What follows belongs to an exercise in optimizing a design on an open flow for small area and a short achievable clock period; a production flow would make more cautious choices. Only simulation tests tie the RTL to the original design; equivalence was not proved. Power is estimated from default activity; no workload was simulated.

<file path="flow/run.sh">
#!/bin/bash
# synth_recipe.tcl (not shown) runs the flow's synth.tcl, then flattens the netlist and writes it again
# the make line also repeats each setting of config.mk as NAME=value (left out here)
make -C /OpenROAD-flow-scripts/flow DESIGN_CONFIG=/design/flow/config.mk WORK_HOME=/design/flow/orfs CLKGATE_MAP_FILE= SYNTH_SCRIPT=/design/flow/synth_recipe.tcl finish
</file>
<file path="flow/constraint.sdc">
create_clock -name core_clock -period 5.5 [get_ports {clock}]
set_input_delay 1.1000 -clock core_clock [delete_from_list [all_inputs] [get_ports {clock}]]
set_output_delay 1.1000 -clock core_clock [all_outputs]
set_load 0.01 [all_outputs]
</file>
<file path="flow/design.v">
module hard_drive_controller (
  input  logic        clock,
  input  logic        reset_n,
  input  logic        request,
  input  logic        write_enable,
  input  logic [6:0]  track,
  input  logic [13:0] sector,
  input  logic [31:0] data_write,
  output logic        ready,
  output logic        done,
  output logic        error,
  output logic [31:0] data_read,
  output logic [6:0]  head_track
);
  logic        busy_q, ready_q, seek_q, acc1_q, acc2_q, done_q, err_q;
  logic [2:0]  seek_cnt;
  logic [2:0]  head_q;
  logic        lat_we;
  logic [2:0]  lat_track;
  logic [31:0] lat_data;
  logic        accept, out_of_range;
  logic [2:0]  seek_dist;
  assign ready_q      = ~(seek_q | acc1_q | acc2_q | done_q);
  assign accept       = ready_q & request;
  assign out_of_range = (|track[6:3]) | (|sector[13:4]);
  assign seek_dist         = (track[2:0] >= head_q) ? (track[2:0] - head_q) : (head_q - track[2:0]);
  assign ready      = ~busy_q;
  assign done       = done_q;
  assign error      = err_q;
  assign head_track = {4'b0000, head_q};
  always_ff @(posedge clock or negedge reset_n) begin
    if (!reset_n) begin
      busy_q   <= 1'b0;
      seek_q   <= 1'b0;
      acc1_q   <= 1'b0;
      acc2_q   <= 1'b0;
      done_q   <= 1'b0;
      err_q    <= 1'b0;
      seek_cnt <= '0;
      head_q   <= '0;
    end else begin
      acc2_q <= acc1_q;
      done_q <= acc2_q | (accept & out_of_range);
      if (accept) begin
        busy_q   <= 1'b1;
        err_q    <= out_of_range;
        seek_q   <= ~out_of_range & (seek_dist != 3'd0);
        acc1_q   <= ~out_of_range & (seek_dist == 3'd0);
        seek_cnt <= seek_dist;
      end else begin
        if (done_q) busy_q <= 1'b0;
        if (seek_q) begin
          seek_cnt <= seek_cnt - 3'd1;
          if (seek_cnt == 3'd1) begin
            seek_q <= 1'b0;
            head_q <= lat_track;
          end
        end
        acc1_q <= seek_q & (seek_cnt == 3'd1);
      end
    end
  end
  always_ff @(posedge clock) begin
    if (ready_q) begin
      lat_we   <= write_enable;
      lat_track <= track[2:0];
      lat_data <= data_write;
    end
  end
  localparam int NR = 43;
  logic [1:0]  ph3;          
  logic        ph2;          
  logic [31:0] rp0 [NR];
  logic [31:0] rp1 [NR];
  logic [31:0] rp2 [NR-1];
  always_ff @(posedge clock) begin
    case (ph3)
      2'd0:    ph3 <= 2'd1;
      2'd1:    ph3 <= 2'd2;
      default: ph3 <= 2'd0;
    endcase
    case (ph2)
      1'b0:    ph2 <= 1'b1;
      default: ph2 <= 1'b0;
    endcase
  end
  logic [2:0] ph3_oh;
  assign ph3_oh = {ph3 == 2'd2, ph3 == 2'd1, ph3 == 2'd0};
  for (genvar k = 0; k < NR; k++) begin : g_ring
    logic we;
    assign we = we_now[k] | (we_pend & pend_ring[k]);
    if (k < NR - 1) begin : g3
      always_ff @(posedge clock) begin
        rp1[k] <= rp0[k];
        rp2[k] <= rp1[k];
        rp0[k] <= we ? ~pend_data_n : rp2[k];
      end
    end else begin : g2
      always_ff @(posedge clock) begin
        rp1[k] <= rp0[k];
        rp0[k] <= we ? ~pend_data_n : rp1[k];
      end
    end
  end
  logic [NR-1:0] rd_ring;
  logic [2:0]    rd_pos3;
  logic [1:0]    rd_pos2;
  logic [6:0]    in_idx;
  logic [NR-1:0] in_ring;
  logic [2:0]    in_slot3;
  assign in_idx = {track[2:0], sector[3:0]};
  always_comb begin
    in_ring  = '0;
    in_slot3 = '0;
    for (int a = 0; a < 126; a++)
      if (in_idx == 7'(a)) begin
        in_ring[a / 3]   = 1'b1;
        in_slot3[a % 3]  = 1'b1;
      end
    if (in_idx[6:1] == 6'd63) in_ring[NR-1] = 1'b1;
  end
  logic [2:0] nx_pos3;
  always_comb
    for (int p = 0; p < 3; p++)
      nx_pos3[p] = (ph3_oh[0] & in_slot3[(p + 2) % 3]) |
                   (ph3_oh[1] & in_slot3[(p + 1) % 3]) |
                   (ph3_oh[2] & in_slot3[p]);
  always_ff @(posedge clock) begin
    if (ready_q) begin
      rd_ring <= in_ring;
      rd_pos3 <= nx_pos3;
      rd_pos2 <= (in_idx[0] ^ ~ph2) ? 2'b10 : 2'b01;
    end else begin
      rd_pos3 <= {rd_pos3[1:0], rd_pos3[2]};
      rd_pos2 <= {rd_pos2[0], rd_pos2[1]};
    end
  end
  logic          pend_v;       
  logic [1:0]    pend_t;       
  logic [NR-1:0] pend_ring;
  logic [31:0]   pend_data_n;  
  logic          wr_now, last_now;
  assign wr_now   = acc2_q & lat_we;
  assign last_now = rd_ring[NR-1] ? rd_pos2[1] : rd_pos3[2];
  logic          pend_v_nx;
  logic [1:0]    pend_t_nx;
  assign pend_v_nx = (wr_now & ~last_now) | (pend_v & pend_t[1]);
  assign pend_t_nx = (wr_now & ~last_now) ? ((rd_ring[NR-1] | rd_pos3[1]) ? 2'b01 : 2'b10)
                                          : {1'b0, pend_t[1]};
  always_ff @(posedge clock) begin
    pend_v      <= pend_v_nx;
    pend_t      <= pend_t_nx;
    pend_ring   <= rd_ring;
    pend_data_n <= ~lat_data;
  end
  logic [NR-1:0] we_now;
  logic          we_pend;
  always_ff @(posedge clock or negedge reset_n) begin
    if (!reset_n) we_now <= '0;
    else          we_now <= {NR{acc1_q & lat_we & (rd_ring[NR-1] ? rd_pos2[0] : rd_pos3[1])}} & rd_ring;
  end
  always_ff @(posedge clock) we_pend <= pend_v_nx & pend_t_nx[0];
  logic        p0, p2;
  logic [31:0] rd_a, rd_b, rd01, rd_stage;
  assign p0 = rd_ring[NR-1] ? rd_pos2[0] : rd_pos3[0];
  assign p2 = ~rd_ring[NR-1] & rd_pos3[2];
  always_comb begin
    rd_a = '0;
    rd_b = '0;
    for (int k = 0; k < NR; k++) begin
      rd_a = rd_a | ({32{rd_ring[k]}} & rp0[k]);
      rd_b = rd_b | ({32{rd_ring[k]}} & rp1[k]);
    end
    rd01 = p0 ? rd_a : rd_b;
  end
  always_ff @(posedge clock) rd_stage <= rd01;
  always_ff @(posedge clock or negedge reset_n) begin
    if (!reset_n)                data_read <= '0;
    else if (acc2_q && !lat_we)  data_read <= p2 ? rd_stage : rd01;
  end
endmodule
</file>
<file path="flow/config.mk">
export PLATFORM = sky130hd
export DESIGN_NAME = hard_drive_controller
export DESIGN_NICKNAME = hard_drive_controller
export VERILOG_FILES = /design/flow/design.v
export SDC_FILE = /design/flow/constraint.sdc
export NUM_CORES = 8
export LEC_CHECK = 0
export CAP_MARGIN = 10
export CORE_MARGIN = 2
export CORE_UTILIZATION = 55
export CTS_CLUSTER_DIAMETER = 80
export CTS_CLUSTER_SIZE = 30
export SETUP_SLACK_MARGIN = 2.75
export SLEW_MARGIN = 20
</file>
==> impl_metrics.toml, run 1 <==
[run_status]
status = "finished with violations"
violations = "antenna violations"

[drt]
dr.pass1.iters = 6
ant_nets = 1
wl_per_cell_microns = 33.2
drc_errors = 0
wl_met2_mm = 190
dr.first_iter.drc_count = 10800
vias_per_cell = 6.30
wl_met1_mm = 184
routed.top_layer = "met4"
drt-total-wl_mm = 428
vias = 81000
wl_met3_mm = 35.4

[final_layout]
most-common-layout-cells = "dfxtp_1 (4212), nand2_1 (1442), o21ai_0 (1425), a22oi_1 (579), a221oi_1 (369)"
layout-drive-gt1-share_pct = 5.99
layout.nets = 9986
fill_cells = 17700
syn_to_final_growth_pct = 8.27
final_common_cell = "dfxtp_1"

[global_routing]
grt_pass1_vias = 77500
grt_overflow = 0
grt_antenna_before_repair = 14
grt_max_degree = 72
grt_pass1_wl_mm = 595
grt_usage_pct = 37.4

[sta]
tns_ps = 0
layout_min_cycle_time_ps = 2740
maxSlewHeadroom_pct = 23.4
setup_viol_count_final = 0
hold_violations = 0
final_max_slew_viol_count = 0
skew_ps = 47.8
clock.fmax_ghz = 0.365
tightestPinTransition_ps = 1150
post-route-period-util_pct = 49.8
rsz0062_at_grt = "yes"

[die]
dieArea_sq_um = 223000
die_x_microns = 472
io_pins = 99
start_util_pct = 55.4
coreArea_sq_um = 218000
rows = 171
die_y_microns = 472

[cts]
cts_buffers = 167
postCtsHoldBufs = 0
clk_latency_ps = 880
ctsRootBufferMaster = "clkbuf_16"
cts_tree = "yes"
clockBufferDepth = 3
cts-htree-levels = 4
cts.sinks = 4380
clk_pin_slew_worst_paths_ps = 110

[pwr]
combPwrFrac_pct = 4.4
clockPowerShare_pct = 31.4
p_sw_mw = 11.5
internal_power_mw = 38.5
power_density_nw_per_um2 = 383
vdd_drop_max_v = 0.000390
p_sw_share_pct = 23.0
leakage_nw = 53.1
seqPwrFrac_pct = 64.2
power_mw = 50.0

[placed_design]
numPortBuffers = 94
finalWeightedCongestion = 0.840
dp_hpwl_mm = 228

[setup_path]
critPathKind = "register to register"
setup.worst_path.start_class = "register"
cp_max_fo = 66
worstSetupEndpointType = "register"
startpoint = "rd_ring[9]"
r2r_start = "rd_ring[9]"
worstPathRequired_ps = 6220
cp.arrival_ps = 3460

[synth]
synth-main-ff-cell = "dfxtp_1"
synthCells = 10100
synth_cell_types = 78
synth_area_per_cell_sq_um = 11.9
yosysWarnings = 4
synth-seq-cells = 4380
ys_seq_area_share_pct = 73.7
postSynth.asyncResetShare_pct = 1.99
synth-edff-count = 79
netlist_area_sq_um = 121000

[min_path]
hp-class = "input port to asynchronous set/reset pin"

[run]
cap_violations = 0
## final timing paths
kind / end / slack [ps] / cells past startpoint
min reg2reg: rp2[0][2] / 320 / 0
max in group asynchronous: data_read[15] / 4290 / 2
min in group core_clock: rp2[0][2] / 320 / 0
max: data_read[28] / 2760 / 8
max reg2reg: data_read[28] / 2760 / 8
min: data_read[2] / 150 / 1
## timing repair
item / in CTS / in global routing
pin swaps: 5 / 2
gates resized for setup: 122 / 51
gates cloned: 2 / 1
buffers inserted: 26 / 9
setup endpoints to repair: 243 / 126
## sequential cells by signal (all words and copies together), names as in the netlist, 2 cells and up
name         count
seek_cnt         3
rp1           1376
rd_stage        32
rp0           1376
lat_track        3
we_now          43
ph3              2
rp2           1344
pend_ring       43
head_q           3
pend_data_n     32
rd_pos3          3
data_read       32
lat_data        32
rd_pos2          2
rd_ring         43
## routing by layer
layer | vias up | GRT usage (%)
met5 | - | 0
li1 | 35300 | -
met4 | 0 | 13.1
met1 | 41000 | 53.6
met3 | 713 | 5.28
met2 | 4110 | 58.3
## through the flow
stage | instance area, sq um | std cells | setup WS, ps | hold slack (ps) | utilization [%]
global placement | 125000 | 12600 | 918 | 333 | 57.4
global route | 131000 | 12900 | 2680 | 137 | 60.0
detailed placement | 125000 | 12600 | 1080 | 336 | 57.4
floorplan | 121000 | 10100 | 2710 | 330 | -
CTS | 130000 | 12800 | 2560 | 129 | 59.9
finish | 131000 | 12900 | 2760 | 149 | 60.0
## kinds of logic after synthesis
group	share of synthesized area, %
AO/OA/AOI/OAI	15.8
XOR/XNOR	0.108
adder cells (fa/ha/maj)	0.106
buffers and inverters	2.62
flip-flops	73.7
multiplexers	0.344
other	0.00311
AND/OR/NAND/NOR	7.27
## cell usage after synthesis, drive strengths merged, types with 46 or more instances
library cell / count / share of area [%]
nand4: 262 / 1.4
nand2: 1443 / 4.5
nor4: 75 / 0.39
nor2: 85 / 0.27
dfxtp: 4214 / 70
a221oi: 385 / 2.8
inv: 46 / 0.14
a21oi: 58 / 0.24
a22o: 321 / 2.3
a22oi: 579 / 3.6
o21ai: 1427 / 5.9
dfrtp: 87 / 1.8
a222oi: 64 / 0.53
clkbuf: 637 / 2.0
buf: 119 / 0.49
edfxtp: 79 / 2.0
## critical path, stage by stage (launching register included)
cell	delay, ps
edfxtp_1	420
buf_12	240
a22o_1	400
a221oi_1	380
nand4_1	210
nor4_1	320
nor2_1	100
mux2i_1	130
o21ai_0	90
## final cells by class
cell class	count	area, sq um	share of cell area, %
diodes	15	37.5	0.0287
clock buffers	231	4640	3.55
clock inverters	19	221	0.170
inverters	47	193	0.148
multi-input cells	4967	29300	22.5
flip-flops and latches	4380	88900	68.1
well taps	2854	3570	2.73
repair buffers	357	3640	2.79
## power groups by stage
stage | registers [mW] | logic (mW) | clock network (mW)
after floorplan | 32.8 | 0.888 | 0
after global placement | 32.8 | 2.01 | 0
after detailed placement | 32.8 | 2.01 | 0
after CTS | 32.1 | 2.09 | 15.7
after global routing | 32.1 | 2.20 | 16.8
final | 32.1 | 2.21 | 15.7
==> run 2: changes to the inputs <==
--- a/flow/config.mk
+++ b/flow/config.mk
@@ -7,8 +7,8 @@
 export LEC_CHECK = 0
 export CAP_MARGIN = 10
 export CORE_MARGIN = 2
-export CORE_UTILIZATION = 55
+export CORE_UTILIZATION = 53
 export CTS_CLUSTER_DIAMETER = 80
 export CTS_CLUSTER_SIZE = 30
-export SETUP_SLACK_MARGIN = 2.75
+export SETUP_SLACK_MARGIN = 2.85
 export SLEW_MARGIN = 20
==> run 2 against run 1 <==
The run now finishes clean. Power is 1.2% higher. Non-clock buffer count rose by 76. Global-route usage down 1.0 points. Sequential share of layout area decreased by 0.93 points. Core utilization shrank 1.7 points. Sequential power barely moved. Design area up 1.4%. Critical endpoint is now data_read[13]. Largest cell class unchanged.
==> impl_metrics.toml, run 2 <==
[die]
die_x_microns = 481
rows = 175
dieArea_sq_um = 231000
start_util_pct = 53.2
coreArea_sq_um = 227000
die_y_microns = 481
io_pins = 99

[final_layout]
stdcell_count = 13100
layout-drive-gt1-share_pct = 7.82
most-common-layout-cells = "dfxtp_1 (4213), nand2_1 (1442), o21ai_0 (1421), a22oi_1 (579), a221oi_1 (331)"
largestRegisters = "rp0 x1376, rp1 x1376, rp2 x1344"
fill_cells = 18700
syn_to_final_growth_pct = 9.76
layout.nets = 10100
final_common_cell = "dfxtp_1"

[drt]
vias_per_cell = 6.29
ant_nets = 0
drc_errors = 0
drt-total-wl_mm = 441
wl_met1_mm = 184
wl_met2_mm = 191
wl_per_cell_microns = 33.7
routed.top_layer = "met4"
dr.pass1.iters = 9
dr.first_iter.drc_count = 12300
wl_met3_mm = 44.7
vias = 82400

[synth]
synth-edff-count = 79
synthCells = 10100
yosysWarnings = 4
synth-seq-cells = 4380
synth_top_cell_by_area = "dfxtp_1"
synth_area_per_cell_sq_um = 11.9
synth_most_common_cell = "dfxtp_1"
netlist_area_sq_um = 121000
ys_seq_area_share_pct = 73.7
synth_common_cells = "dfxtp_1 (4214), nand2_1 (1443), o21ai_0 (1426)"
synthTopCellsByArea = "dfxtp_1 (70%), o21ai_0 (5.9%), nand2_1 (4.5%), a22oi_1 (3.6%), a221oi_1 (2.8%)"
synth-main-ff-cell = "dfxtp_1"
synth_cell_types = 78
synth_top_cell_area_share_pct = 69.9
postSynth.asyncResetShare_pct = 1.99

[setup_path]
setup.worst_path.start_class = "register"
cp_max_fo = 48
worstPathRequired_ps = 6220
r2r_cells = 8
cp.arrival_ps = 3500
worstSetupEndpointType = "register"
critPathKind = "register to register"

[pwr]
vdd_drop_max_v = 0.000398
leakage_nw = 53.9
power_mw = 50.6
p_sw_mw = 11.8
seqPwrFrac_pct = 63.4
p_sw_share_pct = 23.3
internal_power_mw = 38.8
clockPowerShare_pct = 31.6
combPwrFrac_pct = 5.0
power_density_nw_per_um2 = 382

[sta]
maxSlewHeadroom_pct = 20.0
tightestPinTransition_ps = 1200
final_max_slew_viol_count = 0
layout_min_cycle_time_ps = 2780
hold_violations = 0
tns_ps = 0
rsz0062_at_grt = "yes"
setup_viol_count_final = 0
skew_ps = 51.4
post-route-period-util_pct = 50.5
clock.fmax_ghz = 0.360

[cts]
cts_tree = "yes"
cts.sinks = 4380
ctsRootBufferMaster = "clkbuf_16"
cts-htree-levels = 4
postCtsHoldBufs = 0
clk_pin_slew_worst_paths_ps = 110
clk_latency_ps = 910
clockBufferDepth = 3
cts_buffers = 168

[global_routing]
grt_overflow = 0
grt_usage_pct = 36.4
grt_pass1_vias = 78200
grt_antenna_before_repair = 24
grt_max_degree = 88
grt_pass1_wl_mm = 600

[placed_design]
numPortBuffers = 94
dp_hpwl_mm = 231
finalWeightedCongestion = 0.874
post-place-cells = 12700

[min_path]
hp-class = "input port to asynchronous set/reset pin"

[run]
cap_violations = 0

[run_status]
status = "finished clean"
## run 2: cell count changes in the layout (fill, tap and decap cells not counted), sizes merged, moves of 3 or more
cell | previous run | this run
diode | 15 | 11
bufinv | 0 | 4
clkdlybuf4s15 | 15 | 2
clkbuf | 235 | 238
dlygate4sd2 | 19 | 0
buf | 268 | 370
## run 2: worst max-delay path, stage by stage (launching register included)
cell,delay [ps]
edfxtp_1,440
buf_12,200
a22o_1,450
a221oi_1,280
nand4_1,160
nor4_2,260
nor2_1,130
mux2i_2,260
o21ai_0,120
## run 2: cell families (layout without fill, tap and decap cells)
group	Yosys count	after routing	share of synthesized area, %
multiplexers	41	41	0.344
AND/OR/NAND/NOR	2003	2003	7.27
other	1	15	0.00311
AO/OA/AOI/OAI	2895	2897	15.8
XOR/XNOR	14	14	0.108
adder cells (fa/ha/maj)	9	9	0.106
buffers and inverters	803	728	2.62
flip-flops	4380	4380	73.7
## run 2: power groups by stage
stage,sequential (mW),clock [mW],combinational (mW)
final,32.1,16.0,2.55
after global routing,32.1,17.1,2.53
after CTS,32.1,15.9,2.27
after detailed placement,32.8,0,2.04
after global placement,32.8,0,2.03
after floorplan,32.8,0,0.889
## run 2: layer usage
metal | GRT usage, % | vias up
li1 | - | 35400
met1 | 52.2 | 41400
met2 | 54.8 | 4675
met3 | 6.25 | 850
met4 | 14.6 | 0
met5 | 0 | -
## run 2: layout make-up
cell class | instances | area [sq um] | area share, %
diodes | 11 | 27.5 | 0.0208
clock buffers | 227 | 4670 | 3.53
clock inverters | 21 | 324 | 0.245
inverters | 47 | 211 | 0.160
multi-input cells | 4968 | 29900 | 22.6
flip-flops and latches | 4380 | 88900 | 67.2
well taps | 3009 | 3760 | 2.84
repair buffers | 433 | 4540 | 3.43
## run 2: final timing paths
kind,to,startpoint,slack [ps]
worst max-delay path,data_read[13],rd_ring[37],2720
worst min-delay path,data_read[2],reset_n,220
worst max register to register,data_read[13],rd_ring[37],2720
worst min register to register,rp2[19][10],rp1[19][10],330
max in group asynchronous,data_read[16],reset_n,4400
min in group core_clock,rp2[19][10],rp1[19][10],330
## run 2: what timing repair did
item                                    CTS  global route
setup buffers                            62            23
resized for setup                       226           148
pin swaps                                11            74
cloned                                    5             9
endpoints found under the setup margin  248            64
## run 2: per-stage QoR
stage | area (sq um) | utilization (%) | hold WS, ps | setup WS (ps)
after CTS | 131000 | 57.9 | 230 | 2630
final | 132000 | 58.4 | 224 | 2720
after detailed placement | 125000 | 55.3 | 336 | 1170
after global placement | 125000 | 55.2 | 333 | 1000
after global routing | 132000 | 58.3 | 262 | 2750
after floorplan | 121000 | - | 330 | 2720
==> run 3: changes to the inputs <==
--- a/flow/config.mk
+++ b/flow/config.mk
@@ -7,8 +7,9 @@
 export LEC_CHECK = 0
 export CAP_MARGIN = 10
 export CORE_MARGIN = 2
-export CORE_UTILIZATION = 53
+export CORE_UTILIZATION = 55
 export CTS_CLUSTER_DIAMETER = 80
 export CTS_CLUSTER_SIZE = 30
 export SETUP_SLACK_MARGIN = 2.85
 export SLEW_MARGIN = 20
+export TNS_END_PERCENT = 30
==> run 3 against run 2 <==
Still clean. Power down 1.1%. First-iteration DRC count down 7.6%. Flip-flop and latch count unchanged. Sequential share of layout area up 0.48 points. Largest power group unchanged. Highest routed layer is now met5.
==> impl_metrics.toml, run 3 <==
[synth]
ys_seq_area_share_pct = 73.7
synth_cell_types = 78
synth-main-ff-cell = "dfxtp_1"
postSynth.asyncResetShare_pct = 1.99
synth_area_per_cell_sq_um = 11.9
synthCells = 10100
synth_most_common_cell = "dfxtp_1"
synth_common_cells = "dfxtp_1 (4214), nand2_1 (1443), o21ai_0 (1426)"
synth_top_cell_area_share_pct = 69.9
synthTopCellsByArea = "dfxtp_1 (70%), o21ai_0 (5.9%), nand2_1 (4.5%), a22oi_1 (3.6%), a221oi_1 (2.8%)"
synth-seq-cells = 4380
yosysWarnings = 4
netlist_area_sq_um = 121000
synth_top_cell_by_area = "dfxtp_1"
synth-edff-count = 79

[setup_path]
r2r_cells = 8
critPathKind = "register to register"
worstSetupEndpointType = "register"
crit_path_end = "data_read[9]"
crit_path_top_delay_cell = "a22o_1"
cp_max_fo = 66
r2r-end = "data_read[9]"
cpPeakStageDelay_ps = 440
reg2reg_slack_ps = 2750
startpoint = "rd_ring[10]"
worstPathRequired_ps = 6240
cp.arrival_ps = 3500
path_cells = "buf_12 > a22o_1 > a221oi_1 > nand4_1 > nor4_1 > nor2_1 > mux2i_1 > o21ai_0"
r2r_start = "rd_ring[10]"
setup.worst_path.start_class = "register"

[final_layout]
stdcell_count = 12900
largestRegisters = "rp0 x1376, rp1 x1376, rp2 x1344"
fill_cells = 17600
syn_to_final_growth_pct = 8.98
final_common_cell = "dfxtp_1"
multi_input_area_sq_um = 29500
finish.utilization_pct = 60.4
most-common-layout-cells = "dfxtp_1 (4211), nand2_1 (1442), o21ai_0 (1425), a22oi_1 (579), a221oi_1 (360)"
layout.nets = 10000
layout-drive-gt1-share_pct = 7.09
seqCellArea_sq_um = 88900

[cts]
clk_latency_ps = 910
cts_buffers = 166
cts.sinks = 4380
cts-htree-levels = 4
ctsRootBufferMaster = "clkbuf_16"
clk_pin_slew_worst_paths_ps = 110
postCtsHoldBufs = 0
cts_tree = "yes"
clockBufferDepth = 3

[drt]
wl_per_cell_microns = 33.8
dr.first_iter.drc_count = 11300
vias = 81300
drt-total-wl_mm = 437
vias_per_cell = 6.29
drc_errors = 0
dr.pass1.iters = 6
ant_nets = 0

[pwr]
vdd_drop_max_v = 0.000352
leakage_nw = 53.6
power_density_nw_per_um2 = 381

[die]
rows = 171
start_util_pct = 55.4
die_x_microns = 472
coreArea_sq_um = 218000
die_y_microns = 472
dieArea_sq_um = 223000
io_pins = 99

[placed_design]
numPortBuffers = 94
post-place-cells = 12600
finalWeightedCongestion = 0.863
dp_hpwl_mm = 231

[global_routing]
grt_overflow = 0
grt_pass1_vias = 77300
grt_usage_pct = 37.5
grt_max_degree = 67
grt_antenna_before_repair = 22
grt_pass1_wl_mm = 593

[sta]
hold_violations = 0
tightestPinTransition_ps = 1240
clock.fmax_ghz = 0.363
setup_viol_count_final = 0
post-route-period-util_pct = 50.0
layout_min_cycle_time_ps = 2750
tns_ps = 0
final_max_slew_viol_count = 0
skew_ps = 36.6
maxSlewHeadroom_pct = 16.9
rsz0062_at_grt = "yes"

[run]
cap_violations = 0

[min_path]
hp-class = "input port to asynchronous set/reset pin"

[run_status]
status = "finished clean"
[run 3: changes by cell type in the layout (fill, tap and decap cells not counted), moves of 5 or more]
cell,delta
clkbuf_16,-14
a221oi_2,-23
nor4_2,-16
nor4_1,+15
a221oi_4,-6
a221oi_1,+29
buf_4,-14
buf_8,-5
[run 3: cells by family after synthesis]
logic type | count (synthesis) | share of synthesized area, %
AO/OA/AOI/OAI | 2895 | 15.8
XOR/XNOR | 14 | 0.108
adder cells (fa/ha/maj) | 9 | 0.106
buffers and inverters | 803 | 2.62
flip-flops | 4380 | 73.7
multiplexers | 41 | 0.344
other | 1 | 0.00311
AND/OR/NAND/NOR | 2003 | 7.27
[run 3: worst min-delay path by stage]
stage | start | to | cells past startpoint | slack (ps)
global route | reset_n | data_read[2] | 1 | 270
detailed placement | rp1[18][4] | rp2[18][4] | 0 | 340
global placement | rp0[26][31] | rp1[26][31] | 0 | 330
finish | reset_n | data_read[2] | 1 | 290
floorplan | rp1[2][30] | rp2[2][30] | 0 | 330
CTS | reset_n | data_read[6] | 1 | 260
[run 3: area by class of cell]
class,instances,share of cell area [%]
Multi-Input combinational cell,4969,22.5
Inverter,47,0.147
Sequential cell,4380,67.7
Timing Repair Buffer,419,3.38
Clock inverter,23,0.257
Clock buffer,217,3.34
Tap cell,2854,2.72
Antenna cell,12,0.0228
[run 3: critical path: cells and delay by family (launching register included)]
family	cells	cell delay, ps
mux	1	150
compound gates	3	890
simple gates	3	560
flops	1	420
buf+inv	1	230
[run 3: metal layers]
layer	vias to the layer above	global-route usage (%)	part of all wire, %
met1	40800	53.0	42
met5	-	0	0.011
met2	4397	57.8	44
met3	769	6.67	9.6
met4	8	13.7	4.2
li1	35400	-	-
[run 3: timing repair]
item,CTS,global route
setup endpoints to repair,277,256
resized for setup,217,69
buffers inserted,42,28
pin swaps,3,22
cloned,5,9
[run 3: per-stage QoR]
| stage | setup WS, ps | hold slack [ps] | power [mW] | area (sq um) |
|---|---|---|---|---|
| 2_1_floorplan | 2720 | 330 | 33.6 | 121000 |
| 3_3_place_gp | 1170 | 332 | 34.9 | 125000 |
| 3_5_place_dp | 1270 | 336 | 34.9 | 125000 |
| 4_1_cts | 2690 | 258 | 49.8 | 131000 |
| 5_1_grt | 2710 | 271 | 51.1 | 131000 |
| 6_report | 2750 | 289 | 50.0 | 131000 |
[run 3: power breakdown]
part | internal [mW] | switching [mW] | total [mW]
logic | 0.554 | 1.89 | 2.44
clock network | 5.84 | 9.68 | 15.5
registers | 32.0 | 0.103 | 32.1
total | 38.4 | 11.7 | 50.0
==> run 4: changes to the inputs <==
--- a/flow/config.mk
+++ b/flow/config.mk
@@ -10,6 +10,5 @@
 export CORE_UTILIZATION = 55
 export CTS_CLUSTER_DIAMETER = 80
 export CTS_CLUSTER_SIZE = 30
-export SETUP_SLACK_MARGIN = 2.85
+export SETUP_SLACK_MARGIN = 2.95
 export SLEW_MARGIN = 20
-export TNS_END_PERCENT = 30
==> run 4 against run 3 <==
Synthesized cell count unchanged. Global-route usage down 0.15 points. Critical path depth is 7 lower. Largest power group unchanged. Still clean.
==> impl_metrics.toml, run 4 <==
[sta]
tightestPinTransition_ps = 1150
hold_violations = 0
skew_ps = 50.5
clock.fmax_ghz = 0.373
layout_min_cycle_time_ps = 2680
setup_viol_count_final = 0
tns_ps = 0
final_max_slew_viol_count = 0
post-route-period-util_pct = 48.8
rsz0062_at_grt = "yes"
maxSlewHeadroom_pct = 23.3

[cts]
cts_tree = "yes"
cts-htree-levels = 4
clk_pin_slew_worst_paths_ps = 110
cts.sinks = 4380
postCtsHoldBufs = 0
cts_buffers = 167
clockBufferDepth = 3
clk_latency_ps = 910
ctsRootBufferMaster = "clkbuf_16"

[final_layout]
multi_input_area_sq_um = 30000
layout-drive-gt1-share_pct = 7.98
largestRegisters = "rp0 x1376, rp1 x1376, rp2 x1344"
layout.nets = 10100
fin_area_sq_um = 133000
fill_cells = 17400
final_common_cell = "dfxtp_1"
seqCellArea_sq_um = 88900
syn_to_final_growth_pct = 9.96
most-common-layout-cells = "dfxtp_1 (4210), nand2_1 (1442), o21ai_0 (1425), a22oi_1 (579), a22o_1 (321)"

[synth]
yosysWarnings = 4
synth_area_per_cell_sq_um = 11.9
synth_most_common_cell = "dfxtp_1"
synthTopCellsByArea = "dfxtp_1 (70%), o21ai_0 (5.9%), nand2_1 (4.5%), a22oi_1 (3.6%), a221oi_1 (2.8%)"
synth_common_cells = "dfxtp_1 (4214), nand2_1 (1443), o21ai_0 (1426)"
synthCells = 10100
synth_top_cell_by_area = "dfxtp_1"
synth_cell_types = 78
postSynth.asyncResetShare_pct = 1.99
synth-edff-count = 79
synth-main-ff-cell = "dfxtp_1"
ys_seq_area_share_pct = 73.7
synth-seq-cells = 4380
netlist_area_sq_um = 121000
synth_top_cell_area_share_pct = 69.9

[setup_path]
r2r-end = "data_read[3]"
startpoint = "data_read[23]"
path_cells = "buf_6"
cp_max_fo = 2
critPathKind = "register to output port"
setup.worst_path.start_class = "register"
crit_path_top_delay_cell = "dfrtp_2"
cp.arrival_ps = 1580
r2r_cells = 8
crit_family = "flip-flops"
worstPathRequired_ps = 4400
cpPeakStageDelay_ps = 510
worstSetupEndpointType = "output port"
r2r_start = "rd_ring[28]"
path_buf_inv = 1
reg2reg_slack_ps = 2820

[global_routing]
grt_max_degree = 67
grt_pass1_vias = 77600
grt_antenna_before_repair = 35
grt_overflow = 0
grt_pass1_wl_mm = 594
grt_usage_pct = 37.3

[die]
die_x_microns = 472
rows = 171
io_pins = 99
start_util_pct = 55.4
die_y_microns = 472
dieArea_sq_um = 223000
coreArea_sq_um = 218000

[placed_design]
placed_area_sq_um = 125000
dp_hpwl_mm = 226
numPortBuffers = 94
finalWeightedCongestion = 0.848

[drt]
drt-total-wl_mm = 458
wl_per_cell_microns = 35.4
ant_nets = 0
vias = 83100
dr.pass1.iters = 7
dr.first_iter.drc_count = 13800
vias_per_cell = 6.42
drc_errors = 0

[pwr]
power_density_nw_per_um2 = 380
leakage_nw = 54.2
vdd_drop_max_v = 0.000372

[run]
cap_violations = 0

[run_status]
status = "finished clean"

[min_path]
hp-class = "input port to asynchronous set/reset pin"
run 4: final cells by class:
class / instances / share of cell area [%]
multi-input combinational: 4968 / 22.6
timing repair inverter: 1 / 0.00660
inverter: 47 / 0.159
sequential: 4380 / 67.1
tap: 2854 / 2.69
clock buffer: 227 / 3.45
antenna: 10 / 0.0189
timing repair buffer: 440 / 3.81
clock inverter: 20 / 0.173
run 4: worst max-delay path by stage:
stage                               end  slack [ps]  cells past startpoint
after global routing       data_read[0]        2790                      9
after global placement       rd_pos3[1]        1250                      9
final                     data_read[23]        2820                      1
after floorplan                  seek_q        2720                     11
after CTS                    rd_pos3[2]        2750                      9
after detailed placement     rd_pos3[2]        1280                      9
run 4: logic make-up after synthesis:
kind of cell	synth area share (%)
flip-flops	73.7
other	0.00311
AND/OR/NAND/NOR	7.27
adder cells (fa/ha/maj)	0.106
AO/OA/AOI/OAI	15.8
buffers and inverters	2.62
multiplexers	0.344
XOR/XNOR	0.108
run 4: worst register-to-register path, stage by stage (launching register included):
cell	delay, ps
edfxtp_1	490
buf_12	220
a22o_1	550
a221oi_1	370
nand4_1	200
nor4_2	350
nor2_2	140
mux2i_1	150
o21ai_0	80
run 4: metal layers:
metal / wire (microns) / track usage [%] / vias to the layer above
li1: - / - / 35400
met1: 186000 / 53.3 / 41700
met5: 54 / 0 / -
met3: 50000 / 5.31 / 892
met4: 21100 / 13.2 / 8
met2: 201000 / 58.2 / 5072
run 4: repair_timing:
action                     in CTS  in global routing
setup endpoints to repair     310                 84
pin swaps                      10                 51
buffers inserted               48                 44
gates cloned                    6                 28
resized for setup             256                194
run 4: stage by stage:
step	util, %	hold WS, ps	std cells	setup WS [ps]	power, mW
floorplan	-	330	10100	2720	33.6
global placement	57.5	332	12600	1250	34.8
detailed placement	57.6	336	12600	1280	34.9
finish	60.9	211	12900	2820	50.4
CTS	60.1	200	12900	2750	49.9
global route	60.9	220	12900	2790	51.4
run 4: power breakdown:
part	total, mW	internal [mW]	leakage (nW)	switching, mW
registers	32.1	32.0	37.0	0.110
clock network	15.7	5.97	2.33	9.70
logic	2.63	0.591	14.8	2.04
total	50.4	38.5	54.2	11.9
==> run 5: changes to the inputs <==
--- a/flow/config.mk
+++ b/flow/config.mk
@@ -7,8 +7,8 @@
 export LEC_CHECK = 0
 export CAP_MARGIN = 10
 export CORE_MARGIN = 2
-export CORE_UTILIZATION = 55
+export CORE_UTILIZATION = 56
 export CTS_CLUSTER_DIAMETER = 80
 export CTS_CLUSTER_SIZE = 30
-export SETUP_SLACK_MARGIN = 2.95
+export SETUP_SLACK_MARGIN = 2.85
 export SLEW_MARGIN = 20
==> run 5 against run 4 <==
Still clean on timing, DRC and antenna. Worst hold slack got worse by 110 ps. Register-to-register slack got worse by 140 ps. Sequential power about the same. Flip-flop and latch count unchanged. Power shrank 0.85%. Via count fell by 2.1%. Fmax is 5.0% lower. Sequential share of layout area rose by 0.58 points. Clock skew is 16 ps lower. Routed wire length decreased by 6.3%. Largest cell class unchanged. Highest routed layer unchanged.
==> impl_metrics.toml, run 5 <==
[synth]
synth_area_per_cell_sq_um = 11.9
synth_top_cell_by_area = "dfxtp_1"
synth-seq-cells = 4380
synth-main-ff-cell = "dfxtp_1"
synth_compound_area_share_pct = 15.8
synthTopCellsByArea = "dfxtp_1 (70%), o21ai_0 (5.9%), nand2_1 (4.5%), a22oi_1 (3.6%), a221oi_1 (2.8%)"
ys_seq_area_share_pct = 73.7
synthMuxAreaShare_pct = 0.344
synthAdderAreaFrac_pct = 0.106
synth_cell_types = 78
netlist_area_sq_um = 121000
synthCells = 10100
synth-edff-count = 79
synth_most_common_cell = "dfxtp_1"
synth_common_cells = "dfxtp_1 (4214), nand2_1 (1443), o21ai_0 (1426)"
synth_top_family_by_area = "compound AO/OA/AOI/OAI gates"
postSynth.asyncResetShare_pct = 1.99
synth_top_cell_area_share_pct = 69.9
yosysWarnings = 4
synth_xor_area_share_pct = 0.108
synth-simple-area-share_pct = 7.27

[die]
coreArea_sq_um = 214000
die_y_microns = 468
dieArea_sq_um = 219000
io_pins = 99
die_x_microns = 468
rows = 170
start_util_pct = 56.3

[final_layout]
finish.utilization_pct = 61.3
most-common-layout-cells = "dfxtp_1 (4210), nand2_1 (1442), o21ai_0 (1424), a22oi_1 (579), a221oi_1 (344)"
final_common_cell = "dfxtp_1"
syn_to_final_growth_pct = 9.01
layout.nets = 10100
largestRegisters = "rp0 x1376, rp1 x1376, rp2 x1344"
fill_cells = 17200
seqCellArea_sq_um = 88900
layout-drive-gt1-share_pct = 7.43
multi_input_area_sq_um = 29600

[placed_design]
finalWeightedCongestion = 0.869
dp_hpwl_mm = 240
numPortBuffers = 94

[pwr]
vdd_drop_max_v = 0.000399
p_sw_mw = 11.4
seqPwrFrac_pct = 64.2
p_sw_share_pct = 22.9
leakage_nw = 53.7
clockPowerShare_pct = 31.1
internal_power_mw = 38.5
combPwrFrac_pct = 4.7
power_density_nw_per_um2 = 380

[global_routing]
grt_overflow = 0
grt_pass1_wl_mm = 596
grt_max_degree = 76
grt_usage_pct = 38.4
grt_antenna_before_repair = 12
grt_pass1_vias = 77500

[setup_path]
cpPeakStageDelay_ps = 730
path_cells = "buf_12 > a222oi_1 > nand4_1 > nor4_2 > nor2_1 > mux2i_1 > o21ai_0"
cp_max_fo = 66
reg2reg_slack_ps = 2680
critPathKind = "register to register"
worstPathRequired_ps = 6230
worstSetupEndpointType = "register"
setup.worst_path.start_class = "register"
r2r_cells = 7
crit_path_top_delay_cell = "a222oi_1"
r2r_start = "rd_ring[34]"
r2r-end = "data_read[25]"
cp.arrival_ps = 3560

[drt]
dr.pass1.iters = 8
dr.first_iter.drc_count = 10900
drc_errors = 0
wl_per_cell_microns = 33.2
drt-total-wl_mm = 429
vias_per_cell = 6.30
ant_nets = 0
vias = 81400

[sta]
maxSlewHeadroom_pct = 25.7
tightestPinTransition_ps = 1110
setup_viol_count_final = 0
rsz0062_at_grt = "yes"
clock.fmax_ghz = 0.354
skew_ps = 34.1
hold_violations = 0
tns_ps = 0
final_max_slew_viol_count = 0
post-route-period-util_pct = 51.4
layout_min_cycle_time_ps = 2820

[cts]
cts-htree-levels = 4
clockBufferDepth = 3
cts_buffers = 166
clk_latency_ps = 890
clk_pin_slew_worst_paths_ps = 110
cts_tree = "yes"
ctsRootBufferMaster = "clkbuf_16"
cts.sinks = 4380

[min_path]
hp-class = "input port to asynchronous set/reset pin"

[run]
cap_violations = 0

[run_status]
status = "finished clean"
[run 5: metrics by stage]
step	instance area, sq um	hold slack, ps	instances	worst slack, ps	power, mW
finish	131000	96.6	12900	2680	50.0
global route	131000	81.8	12900	2720	51.1
CTS	131000	50.7	12900	2790	49.8
detailed placement	125000	335	12600	1220	34.9
global placement	125000	332	12600	1090	34.9
floorplan	121000	330	10100	2720	33.6
[run 5: layer usage]
layer  global-route usage [%]  vias to the layer above  routed length, microns
met3                     5.60                      757                   39200
met5                        0                        -                      14
li1                         -                    35400                       -
met2                     58.9                     4265                  189000
met1                     54.7                    40900                  182000
met4                     15.3                        2                   18700
[run 5: cell type report]
type                    count  share of cell area (%)
well taps                2838                    2.70
clock buffers             222                    3.44
diodes                     11                  0.0209
flip-flops and latches   4380                    67.6
multi-input cells        4966                    22.5
inverters                  47                   0.150
clock inverters            13                   0.144
repair buffers            440                    3.37
[run 5: power groups by stage]
stage	Sequential [mW]	Combinational (mW)	Clock, mW
finish	32.1	2.36	15.5
global route	32.1	2.35	16.6
floorplan	32.8	0.889	0
global placement	32.9	2.03	0
CTS	32.1	2.21	15.5
detailed placement	32.9	2.04	0
[run 5: kinds of logic after synthesis]
family,after synthesis
simple gates,2003
compound gates,2895
other cells,1
xor+xnor,14
buf+inv,803
fa+ha+maj,9
mux,41
flops,4380
[run 5: timing repair]
action,CTS,global route
cloned,2,2
gates resized for setup,216,119
endpoints found under the setup margin,357,66
hold buffers,0,0
pin swaps,5,30
setup buffers,59,20
[run 5: worst max-delay path by stage]
stage,start,endpoint,slack [ps],cells past startpoint
floorplan,track[0],seek_q,2720,11
global placement,sector[3],rd_pos3[2],1090,9
detailed placement,sector[3],rd_pos3[2],1220,9
CTS,sector[0],rd_pos3[2],2790,9
global route,rd_ring[0],data_read[25],2720,8
finish,rd_ring[34],data_read[25],2680,7
[run 5: critical path: cells and delay by family (launching register included)]
kind                   cells  cell delay (ps)
AO/OA/AOI/OAI              2              830
AND/OR/NAND/NOR            3              790
buffers and inverters      1              200
flip-flops                 1              420
multiplexers               1              190
==> run 6: changes to the inputs <==
--- a/flow/config.mk
+++ b/flow/config.mk
@@ -7,7 +7,7 @@
 export LEC_CHECK = 0
 export CAP_MARGIN = 10
 export CORE_MARGIN = 2
-export CORE_UTILIZATION = 56
+export CORE_UTILIZATION = 55
 export CTS_CLUSTER_DIAMETER = 80
 export CTS_CLUSTER_SIZE = 30
 export SETUP_SLACK_MARGIN = 2.85
==> run 6 against run 5 <==
Highest routed layer unchanged. Sequential share of layout area rose by 0.34 points. Routed wire length increased by 0.51%. Die area rose by 1.8%. Still clean. Register-to-register slack better by 120 ps.
==> impl_metrics.toml, run 6 <==
[sta]
rsz0062_at_grt = "yes"
tightestPinTransition_ps = 1230
post-route-period-util_pct = 49.2
hold_violations = 0
clock.fmax_ghz = 0.370
tns_ps = 0
maxSlewHeadroom_pct = 18.3
holdWs_ps = 274
skew_ps = 61.1
setup_viol_count_final = 0
final_max_slew_viol_count = 0
layout_min_cycle_time_ps = 2700

[final_layout]
largestRegisters = "rp0 x1376, rp1 x1376, rp2 x1344"
syn_to_final_growth_pct = 8.48
stdcell_count = 12900
layout-drive-gt1-share_pct = 6.53
final_common_cell = "dfxtp_1"
most-common-layout-cells = "dfxtp_1 (4213), nand2_1 (1442), o21ai_0 (1425), a22oi_1 (579), a221oi_1 (371)"
layout.nets = 10000

[drt]
drc_errors = 0
vias_per_cell = 6.35
dr.first_iter.drc_count = 11400
vias = 81800
wl_per_cell_microns = 33.5
drt-total-wl_mm = 432
ant_nets = 0
dr.pass1.iters = 8

[cts]
cts_tree = "yes"
clk_pin_slew_worst_paths_ps = 120
postCtsHoldBufs = 0
cts-htree-levels = 4
cts_buffers = 168
cts.sinks = 4380
ctsRootBufferMaster = "clkbuf_16"
clockBufferDepth = 3
clk_latency_ps = 890

[synth]
synth_cell_types = 78
netlist_area_sq_um = 121000
synth_most_common_cell = "dfxtp_1"
synth-edff-count = 79
synthCells = 10100
synth_top_cell_by_area = "dfxtp_1"
synthTopCellsByArea = "dfxtp_1 (70%), o21ai_0 (5.9%), nand2_1 (4.5%), a22oi_1 (3.6%), a221oi_1 (2.8%)"
synth_top_cell_area_share_pct = 69.9
synth_area_per_cell_sq_um = 11.9
postSynth.asyncResetShare_pct = 1.99
synth-main-ff-cell = "dfxtp_1"
synth-seq-cells = 4380
yosysWarnings = 4
synth_common_cells = "dfxtp_1 (4214), nand2_1 (1443), o21ai_0 (1426)"
ys_seq_area_share_pct = 73.7

[setup_path]
critPathKind = "register to register"
cp_max_fo = 44
setup.worst_path.start_class = "register"
cp.arrival_ps = 3430
worstPathRequired_ps = 6230
crit_family = "buffers and inverters"
cpPeakStageDelay_ps = 710
worstSetupEndpointType = "register"
path_cells = "buf_4 > a21oi_4 > buf_6 > o21ai_0"
path_buf_inv = 2
crit_path_top_delay_cell = "a21oi_4"

[die]
die_y_microns = 472
coreArea_sq_um = 218000
io_pins = 99
dieArea_sq_um = 223000
start_util_pct = 55.4
die_x_microns = 472
rows = 171

[pwr]
seqPwrFrac_pct = 63.9
leakage_nw = 53.3
internal_power_mw = 38.6
p_sw_share_pct = 23.1
p_sw_mw = 11.6
vdd_drop_max_v = 0.000368
clockPowerShare_pct = 31.7
power_density_nw_per_um2 = 384
combPwrFrac_pct = 4.4

[placed_design]
dp_hpwl_mm = 233
finalWeightedCongestion = 0.852
post-place-cells = 12600
numPortBuffers = 94

[global_routing]
grt_pass1_vias = 77700
grt_max_degree = 72
grt_usage_pct = 37.7
grt_antenna_before_repair = 21
grt_pass1_wl_mm = 600
grt_overflow = 0

[run]
cap_violations = 0

[min_path]
hp-class = "input port to asynchronous set/reset pin"

[run_status]
status = "finished clean"
-- run 6: cell families (layout without fill, tap and decap cells) --
family | Yosys count | count (layout) | share of synthesized area (%)
other | 1 | 13 | 0.00311
flip-flops | 4380 | 4380 | 73.7
adder cells (fa/ha/maj) | 9 | 9 | 0.106
AND/OR/NAND/NOR | 2003 | 2003 | 7.27
AO/OA/AOI/OAI | 2895 | 2898 | 15.8
XOR/XNOR | 14 | 14 | 0.108
buffers and inverters | 803 | 678 | 2.62
multiplexers | 41 | 41 | 0.344
-- run 6: path summary, 6_finish.rpt --
check / from / to / slack, ps / cells past startpoint
max reg2reg: we_pend / rp0[32][14] / 2800 / 4
min: reset_n / data_read[1] / 270 / 1
max: we_pend / rp0[32][14] / 2800 / 4
min reg2reg: rp1[1][1] / rp2[1][1] / 320 / 0
min in group core_clock: rp1[1][1] / rp2[1][1] / 320 / 0
max in group asynchronous: reset_n / data_read[15] / 4160 / 2
-- run 6: power by group through the flow --
stage / combinational, mW / sequential [mW] / clock (mW)
finish: 2.21 / 32.1 / 15.9
global route: 2.20 / 32.1 / 17.0
CTS: 2.11 / 32.1 / 15.9
detailed placement: 2.01 / 32.8 / 0
global placement: 2.00 / 32.8 / 0
floorplan: 0.889 / 32.8 / 0
-- run 6: metrics by stage --
step | instance area [sq um] | util [%] | setup WS [ps] | total power [mW]
3_5_place_dp | 125000 | 57.5 | 1310 | 34.8
2_1_floorplan | 121000 | - | 2720 | 33.6
6_report | 131000 | 60.1 | 2800 | 50.2
5_1_grt | 131000 | 60.1 | 2710 | 51.3
4_1_cts | 131000 | 60.0 | 2750 | 50.0
3_3_place_gp | 125000 | 57.4 | 1280 | 34.8
-- run 6: layer usage --
layer	share of wire [%]	up-vias	GRT usage, %
met2	45	4363	58.7
li1	-	35300	-
met1	43	41500	54.2
met4	3.8	2	12.8
met5	0.0030	-	0
met3	8.9	734	5.26
-- run 6: repair_timing --
item | in CTS | in global routing
cloned | 4 | 1
buffers inserted | 42 | 8
pin swaps | 4 | 3
setup endpoints to repair | 294 | 75
gates resized for setup | 220 | 43
-- run 6: final cells by class --
type                       count  area [sq um]
inverter                      47           211
fill                       17800         86800
multi-input combinational   4969         29400
sequential                  4380         88900
antenna                        9          22.5
timing repair buffer         379          3740
tap                         2854          3570
clock inverter                20           292
clock buffer                 231          4690
timing repair inverter         1          8.76
-- run 6: worst register-to-register path, stage by stage (launching register included) --
cell	delay [ps]
dfxtp_4	550
buf_4	430
a21oi_4	710
buf_6	630
o21ai_0	260
==> run 7: changes to the inputs <==
--- a/flow/config.mk
+++ b/flow/config.mk
@@ -5,7 +5,7 @@
 export SDC_FILE = /design/flow/constraint.sdc
 export NUM_CORES = 8
 export LEC_CHECK = 0
-export CAP_MARGIN = 10
+export CAP_MARGIN = 15
 export CORE_MARGIN = 2
 export CORE_UTILIZATION = 55
 export CTS_CLUSTER_DIAMETER = 80
==> run 7 against run 6 <==
Sequential power is essentially flat. Global-route usage is the same. Sequential share of layout area stayed put. Worst setup slack unchanged. Clock-buffer cell count stayed put. Core utilization is the same. Still clean. First-iteration DRC count unchanged. Fmax stayed put. Largest power group unchanged. Final cell count unchanged. Critical path depth did not move.
==> impl_metrics.toml, run 7 <==
[die]
io_pins = 99
die_x_microns = 472
start_util_pct = 55.4
coreArea_sq_um = 218000
dieArea_sq_um = 223000
rows = 171
die_y_microns = 472

[final_layout]
most-common-layout-cells = "dfxtp_1 (4213), nand2_1 (1442), o21ai_0 (1425), a22oi_1 (579), a221oi_1 (371)"
final_common_cell = "dfxtp_1"
layout-drive-gt1-share_pct = 6.53
largestRegisters = "rp0 x1376, rp1 x1376, rp2 x1344"
layout.nets = 10000
syn_to_final_growth_pct = 8.48

[sta]
layout_min_cycle_time_ps = 2700
clock.fmax_ghz = 0.370
maxSlewHeadroom_pct = 18.3
setup_viol_count_final = 0
hold_violations = 0
tightestPinTransition_ps = 1230
rsz0062_at_grt = "yes"
skew_ps = 61.1
post-route-period-util_pct = 49.2
final_max_slew_viol_count = 0
tns_ps = 0

[placed_design]
finalWeightedCongestion = 0.852
numPortBuffers = 94
dp_hpwl_mm = 233

[drt]
vias_per_cell = 6.35
drt-total-wl_mm = 432
vias = 81800
dr.first_iter.drc_count = 11400
drc_errors = 0
wl_per_cell_microns = 33.5
dr.pass1.iters = 8
ant_nets = 0

[cts]
cts_buffers = 168
clk_pin_slew_worst_paths_ps = 120
clk_latency_ps = 890
postCtsHoldBufs = 0
cts_tree = "yes"
cts-htree-levels = 4
cts.sinks = 4380
clockBufferDepth = 3
ctsRootBufferMaster = "clkbuf_16"

[setup_path]
path_cells = "buf_4 > a21oi_4 > buf_6 > o21ai_0"
cp_max_fo = 44
setup.worst_path.start_class = "register"
r2r_start = "we_pend"
r2r-end = "rp0[32][14]"
crit_path_top_delay_cell = "a21oi_4"
cpPeakStageDelay_ps = 710
cp.arrival_ps = 3430
worstPathRequired_ps = 6230
reg2reg_slack_ps = 2800
crit_family = "buffers and inverters"
r2r_cells = 4
path_buf_inv = 2
critPathKind = "register to register"
worstSetupEndpointType = "register"

[global_routing]
grt_usage_pct = 37.7
grt_pass1_vias = 77700
grt_pass1_wl_mm = 600
grt_antenna_before_repair = 21
grt_overflow = 0
grt_max_degree = 72

[synth]
synth_most_common_cell = "dfxtp_1"
synth_cell_types = 78
postSynth.asyncResetShare_pct = 1.99
synth-seq-cells = 4380
ys_seq_area_share_pct = 73.7
synth_top_cell_by_area = "dfxtp_1"
synthCells = 10100
synth_common_cells = "dfxtp_1 (4214), nand2_1 (1443), o21ai_0 (1426)"
synth_area_per_cell_sq_um = 11.9
netlist_area_sq_um = 121000
synth_top_cell_area_share_pct = 69.9
yosysWarnings = 4
synth-edff-count = 79
synth-main-ff-cell = "dfxtp_1"
synthTopCellsByArea = "dfxtp_1 (70%), o21ai_0 (5.9%), nand2_1 (4.5%), a22oi_1 (3.6%), a221oi_1 (2.8%)"

[min_path]
hp-class = "input port to asynchronous set/reset pin"

[pwr]
power_mw = 50.2
leakage_nw = 53.3
power_density_nw_per_um2 = 384
vdd_drop_max_v = 0.000368

[run]
cap_violations = 0

[run_status]
status = "finished clean"
## run 7: cell counts after synthesis
No cell type changed its count.
## run 7: repair_timing
action,in CTS,in global routing
pin swaps,4,3
setup buffers,42,8
resized for setup,220,43
cloned,4,1
setup endpoints to repair,294,75
## run 7: cell type report
type	count	area, sq um
diodes	9	22.5
clock buffers	231	4690
clock inverters	20	292
fillers	17800	86800
inverters	47	211
multi-input cells	4969	29400
flip-flops and latches	4380	88900
well taps	2854	3570
repair buffers	379	3740
repair inverters	1	8.76
## run 7: routing by layer
metal,track usage [%],vias to the layer above,share of wire [%]
li1,-,35300,-
met1,54.2,41500,43
met2,58.7,4363,45
met3,5.26,734,8.9
met4,12.8,2,3.8
met5,0,-,0.0030
## run 7: logic make-up (layout without fill, tap and decap cells)
kind of cell / after synthesis / after routing / share of synthesized area [%]
muxes: 41 / 41 / 0.344
DFF: 4380 / 4380 / 73.7
other: 1 / 13 / 0.00311
xor gates and xnor gates: 14 / 14 / 0.108
and+or+nand+nor: 2003 / 2003 / 7.27
AOI/OAI and AO/OA: 2895 / 2898 / 15.8
buffers and inverters: 803 / 678 / 2.62
adders and majority gates: 9 / 9 / 0.106
## run 7: how the worst max path moves through the flow
stage,start,to,slack [ps],cells after the start
6_report,we_pend,rp0[32][14],2800,4
5_1_grt,rd_ring[28],data_read[17],2710,9
4_1_cts,rd_ring[28],data_read[17],2750,9
3_5_place_dp,track[2],rd_pos3[1],1310,9
3_3_place_gp,track[2],rd_pos3[1],1280,9
2_1_floorplan,track[0],seek_q,2720,11
## run 7: report_power, final
part	total [mW]	internal (mW)	switching (mW)
Combinational	2.21	0.470	1.74
Sequential	32.1	32.0	0.101
Clock	15.9	6.17	9.73
## run 7: stage by stage
stage	cell area [sq um]	hold WS, ps	utilization (%)	worst slack (ps)	instances
4_1_cts	131000	234	60.0	2750	12900
2_1_floorplan	121000	330	-	2720	10100
3_3_place_gp	125000	333	57.4	1280	12600
3_5_place_dp	125000	336	57.5	1310	12600
5_1_grt	131000	251	60.1	2710	12900
6_report	131000	274	60.1	2800	12900
## run 7: worst reg2reg max path: cells and delay by family (launching register included)
family	cells	cell delay [ps]
buffers and inverters	2	1060
AOI/OAI and AO/OA	2	970
DFF	1	550
==> run 8: changes to the inputs <==
--- a/flow/config.mk
+++ b/flow/config.mk
@@ -5,10 +5,11 @@
 export SDC_FILE = /design/flow/constraint.sdc
 export NUM_CORES = 8
 export LEC_CHECK = 0
-export CAP_MARGIN = 15
+export CAP_MARGIN = 10
 export CORE_MARGIN = 2
 export CORE_UTILIZATION = 55
-export CTS_CLUSTER_DIAMETER = 80
-export CTS_CLUSTER_SIZE = 30
+export CTS_CLUSTER_DIAMETER = 75
+export CTS_CLUSTER_SIZE = 28
+export PLACE_DENSITY = 0.72
 export SETUP_SLACK_MARGIN = 2.85
 export SLEW_MARGIN = 20
==> run 8 against run 7 <==
First-iteration DRC count up 14%. Die area unchanged. Design area up 0.45%. Critical path depth rose by 4. Critical endpoint is now data_read[18].
==> impl_metrics.toml, run 8 <==
[cts]
cts_tree = "yes"
clk_pin_slew_worst_paths_ps = 110
cts.sinks = 4380
clk_latency_ps = 910
cts_buffers = 179
clockBufferDepth = 3
cts-htree-levels = 4
ctsRootBufferMaster = "clkbuf_16"

[synth]
synth_common_cells = "dfxtp_1 (4214), nand2_1 (1443), o21ai_0 (1426)"
ys_seq_area_share_pct = 73.7
postSynth.asyncResetShare_pct = 1.99
synth-seq-cells = 4380
synth-edff-count = 79
synth_top_cell_area_share_pct = 69.9
synth-main-ff-cell = "dfxtp_1"
netlist_area_sq_um = 121000
synth_cell_types = 78
synthTopCellsByArea = "dfxtp_1 (70%), o21ai_0 (5.9%), nand2_1 (4.5%), a22oi_1 (3.6%), a221oi_1 (2.8%)"
synthCells = 10100
yosysWarnings = 4
synth_most_common_cell = "dfxtp_1"
synth_area_per_cell_sq_um = 11.9
synth_top_cell_by_area = "dfxtp_1"

[die]
io_pins = 99
coreArea_sq_um = 218000
rows = 171
die_x_microns = 472
start_util_pct = 55.4
dieArea_sq_um = 223000
die_y_microns = 472

[setup_path]
reg2reg_slack_ps = 2710
crit_path_top_delay_cell = "edfxtp_1"
setup.worst_path.start_class = "register"
path_buf_inv = 1
critPathKind = "register to register"
worstSetupEndpointType = "register"
r2r_start = "rd_ring[0]"
cpPeakStageDelay_ps = 430
cp_max_fo = 66
worstPathRequired_ps = 6230
r2r-end = "data_read[18]"
r2r_cells = 8
crit_family = "compound AO/OA/AOI/OAI gates"
path_cells = "buf_12 > a22o_1 > a221oi_1 > nand4_1 > nor4_2 > nor2_1 > mux2i_1 > o21ai_0"
cp.arrival_ps = 3520

[sta]
rsz0062_at_grt = "yes"
hold_violations = 0
tns_ps = 0
skew_ps = 42.2
final_max_slew_viol_count = 0
tightestPinTransition_ps = 1200
clock.fmax_ghz = 0.358
maxSlewHeadroom_pct = 19.8
holdWs_ps = 94.5
layout_min_cycle_time_ps = 2790
post-route-period-util_pct = 50.7
setup_viol_count_final = 0

[drt]
dr.first_iter.drc_count = 13000
vias_per_cell = 6.47
dr.pass1.iters = 7
drt-total-wl_mm = 415
vias = 83400
ant_nets = 0
wl_per_cell_microns = 32.1
drc_errors = 0

[final_layout]
layout-drive-gt1-share_pct = 6.87
layout.nets = 10000
stdcell_count = 12900
syn_to_final_growth_pct = 8.97
final_common_cell = "dfxtp_1"
largestRegisters = "rp0 x1376, rp1 x1376, rp2 x1344"
fill_cells = 16900
most-common-layout-cells = "dfxtp_1 (4213), nand2_1 (1442), o21ai_0 (1424), a22oi_1 (579), a221oi_1 (352)"

[run_status]
status = "finished clean"

[pwr]
vdd_drop_max_v = 0.000398
power_density_nw_per_um2 = 384
leakage_nw = 53.5

[placed_design]
numPortBuffers = 94
post-place-cells = 12600
finalWeightedCongestion = 0.863
dp_hpwl_mm = 215

[global_routing]
grt_antenna_before_repair = 23
grt_overflow = 0
grt_usage_pct = 35.9
grt_pass1_wl_mm = 580
grt_pass1_vias = 79800
grt_max_degree = 79

[run]
cap_violations = 0

[min_path]
hp-class = "input port to asynchronous set/reset pin"
-- run 8: cell families after synthesis --
family	Yosys count	share of synthesized area, %
buffers and inverters	803	2.62
other	1	0.00311
and+or+nand+nor	2003	7.27
AOI/OAI and AO/OA	2895	15.8
muxes	41	0.344
DFF	4380	73.7
adders and majority gates	9	0.106
xor gates and xnor gates	14	0.108
-- run 8: report_power, final --
group / internal [mW] / switching [mW]
clock network: 6.45 / 9.67
logic: 0.496 / 1.76
registers: 32.0 / 0.100
-- run 8: worst max-delay path by stage --
stage | slack, ps | cells past startpoint | from | to
finish | 2710 | 8 | rd_ring[0] | data_read[18]
detailed placement | 1180 | 9 | sector[3] | rd_pos3[2]
global placement | 980 | 9 | sector[3] | rd_pos3[2]
CTS | 2740 | 9 | track[1] | rd_pos3[2]
global route | 2700 | 9 | rd_ring[15] | data_read[22]
floorplan | 2720 | 11 | track[0] | seek_q
-- run 8: area by class of cell --
type / count / area, sq um / share of cell area (%)
Sequential cell: 4380 / 88900 / 67.7
Multi-Input combinational cell: 4971 / 29600 / 22.5
Clock buffer: 242 / 4880 / 3.72
Timing Repair Buffer: 369 / 3890 / 2.96
Tap cell: 2854 / 3570 / 2.72
Clock inverter: 25 / 357 / 0.271
Inverter: 47 / 193 / 0.147
Antenna cell: 8 / 20.0 / 0.0152
-- run 8: routing by layer --
layer	vias up	wire (microns)	global-route usage, %
li1	35300	-	-
met1	41100	161000	48.4
met2	5741	179000	54.0
met3	1258	48000	7.59
met4	20	26600	20.1
met5	-	149	0
-- run 8: worst reg2reg max path: stages (launching register included) --
cell and delay, ps:
edfxtp_1 430, buf_12 260, a22o_1 550, a221oi_1 390
nand4_1 260, nor4_2 380, nor2_1 140, mux2i_1 150
o21ai_0 90
-- run 8: repair_timing --
item / in CTS / in global routing
pin swaps: 9 / 14
endpoints found under the hold margin: 0 / 0
gates cloned: 6 / 4
endpoints found under the setup margin: 305 / 206
gates resized for setup: 235 / 96
hold buffers: 0 / 0
setup buffers: 50 / 11
-- run 8: stage by stage --
stage	setup slack, ps	cell area (sq um)	total power, mW	util, %
after floorplan	2720	121000	33.6	-
after global placement	985	125000	34.7	57.4
after detailed placement	1180	125000	34.8	57.4
after CTS	2740	131000	50.2	60.1
after global routing	2700	131000	51.5	60.4
final	2710	131000	50.4	60.4
==> run 9: changes to the inputs <==
--- a/flow/config.mk
+++ b/flow/config.mk
@@ -10,6 +10,5 @@
 export CORE_UTILIZATION = 55
 export CTS_CLUSTER_DIAMETER = 75
 export CTS_CLUSTER_SIZE = 28
-export PLACE_DENSITY = 0.72
 export SETUP_SLACK_MARGIN = 2.85
 export SLEW_MARGIN = 20
==> run 9 against run 8 <==
Fmax increased by 5.2%. Synthesized area unchanged. Design area decreased by 0.32%. Combinational power decreased by 2%. Via count decreased by 1.9%. Highest routed layer unchanged. Die area unchanged. Largest power group unchanged. Still clean on timing, DRC and antenna. Critical path depth increased by 1. Routed wire length increased by 4.2%.
==> impl_metrics.toml, run 9 <==
[synth]
synthCells = 10100
synth_cell_types = 78
postSynth.asyncResetShare_pct = 1.99
synth_top_cell_area_share_pct = 69.9
synthTopCellsByArea = "dfxtp_1 (70%), o21ai_0 (5.9%), nand2_1 (4.5%), a22oi_1 (3.6%), a221oi_1 (2.8%)"
netlist_area_sq_um = 121000
yosysWarnings = 4
synth_most_common_cell = "dfxtp_1"
synth_top_cell_by_area = "dfxtp_1"
synth-seq-cells = 4380
ys_seq_area_share_pct = 73.7
synth_common_cells = "dfxtp_1 (4214), nand2_1 (1443), o21ai_0 (1426)"
synth_area_per_cell_sq_um = 11.9
synth-main-ff-cell = "dfxtp_1"
synth-edff-count = 79

[placed_design]
dp_hpwl_mm = 233
numPortBuffers = 94
finalWeightedCongestion = 0.852
placed_area_sq_um = 125000

[pwr]
p_sw_mw = 11.7
leakage_nw = 53.4
vdd_drop_max_v = 0.000358
power_density_nw_per_um2 = 386
clockPowerShare_pct = 32.1
internal_power_mw = 38.9
p_sw_share_pct = 23.1
combPwrFrac_pct = 4.4
seqPwrFrac_pct = 63.5

[die]
start_util_pct = 55.4
dieArea_sq_um = 223000
rows = 171
coreArea_sq_um = 218000
io_pins = 99
die_y_microns = 472
die_x_microns = 472

[drt]
wl_per_cell_microns = 33.5
vias = 81900
drt-total-wl_mm = 432
ant_nets = 0
drc_errors = 0
vias_per_cell = 6.34
dr.first_iter.drc_count = 11300
dr.pass1.iters = 8

[global_routing]
grt_pass1_vias = 77600
grt_usage_pct = 37.8
grt_antenna_before_repair = 21
grt_pass1_wl_mm = 600
grt_max_degree = 72
grt_overflow = 0

[final_layout]
fin_area_sq_um = 131000
final_common_cell = "dfxtp_1"
largestRegisters = "rp0 x1376, rp1 x1376, rp2 x1344"
syn_to_final_growth_pct = 8.62
layout.nets = 10000
layout-drive-gt1-share_pct = 6.67
most-common-layout-cells = "dfxtp_1 (4213), nand2_1 (1442), o21ai_0 (1425), a22oi_1 (579), a221oi_1 (371)"

[sta]
final_max_slew_viol_count = 0
setup_viol_count_final = 0
rsz0062_at_grt = "yes"
hold_violations = 0
skew_ps = 36.4
maxSlewHeadroom_pct = 13.8
layout_min_cycle_time_ps = 2650
holdWs_ps = 282
tightestPinTransition_ps = 1290
post-route-period-util_pct = 48.2
tns_ps = 0
clock.fmax_ghz = 0.377

[run]
cap_violations = 0

[cts]
cts.sinks = 4380
ctsRootBufferMaster = "clkbuf_16"
cts_buffers = 181
cts_tree = "yes"
clk_latency_ps = 880
clockBufferDepth = 3
cts-htree-levels = 4
clk_pin_slew_worst_paths_ps = 110

[setup_path]
critPathKind = "register to register"
setup.worst_path.start_class = "register"
cp_max_fo = 30
cp.arrival_ps = 3360
worstPathRequired_ps = 6210
worstSetupEndpointType = "register"

[min_path]
hp-class = "input port to asynchronous set/reset pin"

[run_status]
status = "finished clean"
-- run 9: cell counts after synthesis --
No cell type changed its count.
-- run 9: logic make-up after synthesis --
| family | synth area share, % |
|---|---|
| AO/OA/AOI/OAI | 15.8 |
| XOR/XNOR | 0.108 |
| adder cells (fa/ha/maj) | 0.106 |
| buffers and inverters | 2.62 |
| flip-flops | 73.7 |
| multiplexers | 0.344 |
| other | 0.00311 |
| AND/OR/NAND/NOR | 7.27 |
-- run 9: metal layers --
metal	up-vias	global-route usage (%)	share of wire, %
met5	-	0	0.0063
met4	4	12.9	3.8
met3	737	5.39	8.5
met2	4242	58.8	45
met1	41500	54.1	43
li1	35300	-	-
-- run 9: stage by stage --
stage	setup WS [ps]	power [mW]	utilization (%)	std cells
final	2850	50.5	60.2	12900
after global routing	2780	51.6	60.2	12900
after CTS	2720	50.4	60.1	12900
after detailed placement	1310	34.8	57.5	12600
after global placement	1280	34.8	57.4	12600
after floorplan	2720	33.6	-	10100
-- run 9: repair_timing --
item,CTS,global route
setup endpoints to repair,299,50
buffers inserted,44,7
gates cloned,4,1
gates resized for setup,210,52
pin swaps,6,1
hold buffers,0,0
-- run 9: worst max-delay path, stage by stage (launching register included) --
cell      delay (ps)
edfxtp_1         500
buf_12           240
mux2i_4          270
buf_12           270
a221oi_1         270
nand4_1          170
nor4_1           340
nor2_1            90
mux2i_1          160
o21ai_0          110
-- run 9: final cells by class --
cell class                 instances  area (sq um)
multi-input combinational       4969         29400
sequential                      4380         88900
clock buffer                     239          4870
clock inverter                    27           322
inverter                          47           211
timing repair inverter             1          8.76
antenna                            9          22.5
fill                           17700         86600
tap                             2854          3570
timing repair buffer             380          3720
-- run 9: power by group through the flow --
stage	Clock, mW	Combinational, mW	Sequential, mW
6_report	16.2	2.22	32.1
5_1_grt	17.3	2.20	32.1
4_1_cts	16.2	2.12	32.1
3_5_place_dp	0	2.01	32.8
3_3_place_gp	0	2.00	32.8
2_1_floorplan	0	0.889	32.8
-- run 9: worst paths after layout --
path	from	endpoint	slack, ps	cells past startpoint
hold / removal	reset_n	data_read[1]	280	1
max in group asynchronous	reset_n	data_read[31]	4150	2
min in group core_clock	rp0[22][14]	rp1[22][14]	330	0
hold reg to reg	rp0[22][14]	rp1[22][14]	330	0
setup / recovery	rd_ring[42]	data_read[17]	2850	9
setup reg to reg	rd_ring[42]	data_read[17]	2850	9

[separate check: timing with driven ports]
How much do the figures lean on ideal ports? The routed layouts below were timed once more, with nothing changed but the port constraints.
Step 1: set_driving_cell puts a clkbuf_16 on clock and a buf_2 on each other input, an assumption about the parent block.
Step 2 also shifts input and output timing later by t, the mid clock arrival at the registers, as if the neighbouring blocks saw the same clock.
Three values: ideal ports, drivers, drivers and shift; two values: the first two.
| run | t (ns) | setup slack, ns | worst hold slack (ns) | worst data-port slew with drivers (ns) | cell pins on the clock port's net |
|---|---|---|---|---|---|
| run 1 | 0.941 | 2.761 / 2.695 / 1.940 | 0.149 / 0.100 / 0.322 | 0.04 | 1 |
| run 2 | 0.992 | 2.723 / 2.708 / 2.030 | 0.224 / 0.154 / 0.335 | 0.05 | 1 |
| run 3 | 0.990 | 2.748 / 2.724 / 1.910 | 0.289 / 0.229 / 0.334 | 0.05 | 1 |
| run 4 | 0.979 | 2.816 / 2.723 / 2.019 | 0.211 / 0.154 / 0.335 | 0.06 | 1 |
| run 5 | 0.964 | 2.675 / 2.675 / 2.058 | 0.097 / 0.038 / 0.334 | 0.04 | 1 |
| run 6 | 0.952 | 2.796 / 2.774 / 2.075 | 0.274 / 0.219 / 0.317 | 0.06 | 1 |
| run 7 | 0.952 | 2.796 / 2.774 / 2.075 | 0.274 / 0.219 / 0.317 | 0.06 | 1 |
| run 8 | 0.976 | 2.709 / 2.690 / 1.896 | 0.094 / 0.040 / 0.336 | 0.05 | 1 |
| run 9 | 0.965 | 2.848 / 2.761 / 2.091 | 0.282 / 0.214 / 0.334 | 0.06 | 1 |
The setup slack of run 3, which loses most, moves by -0.024 ns with the drivers and by -0.838 ns with both steps.
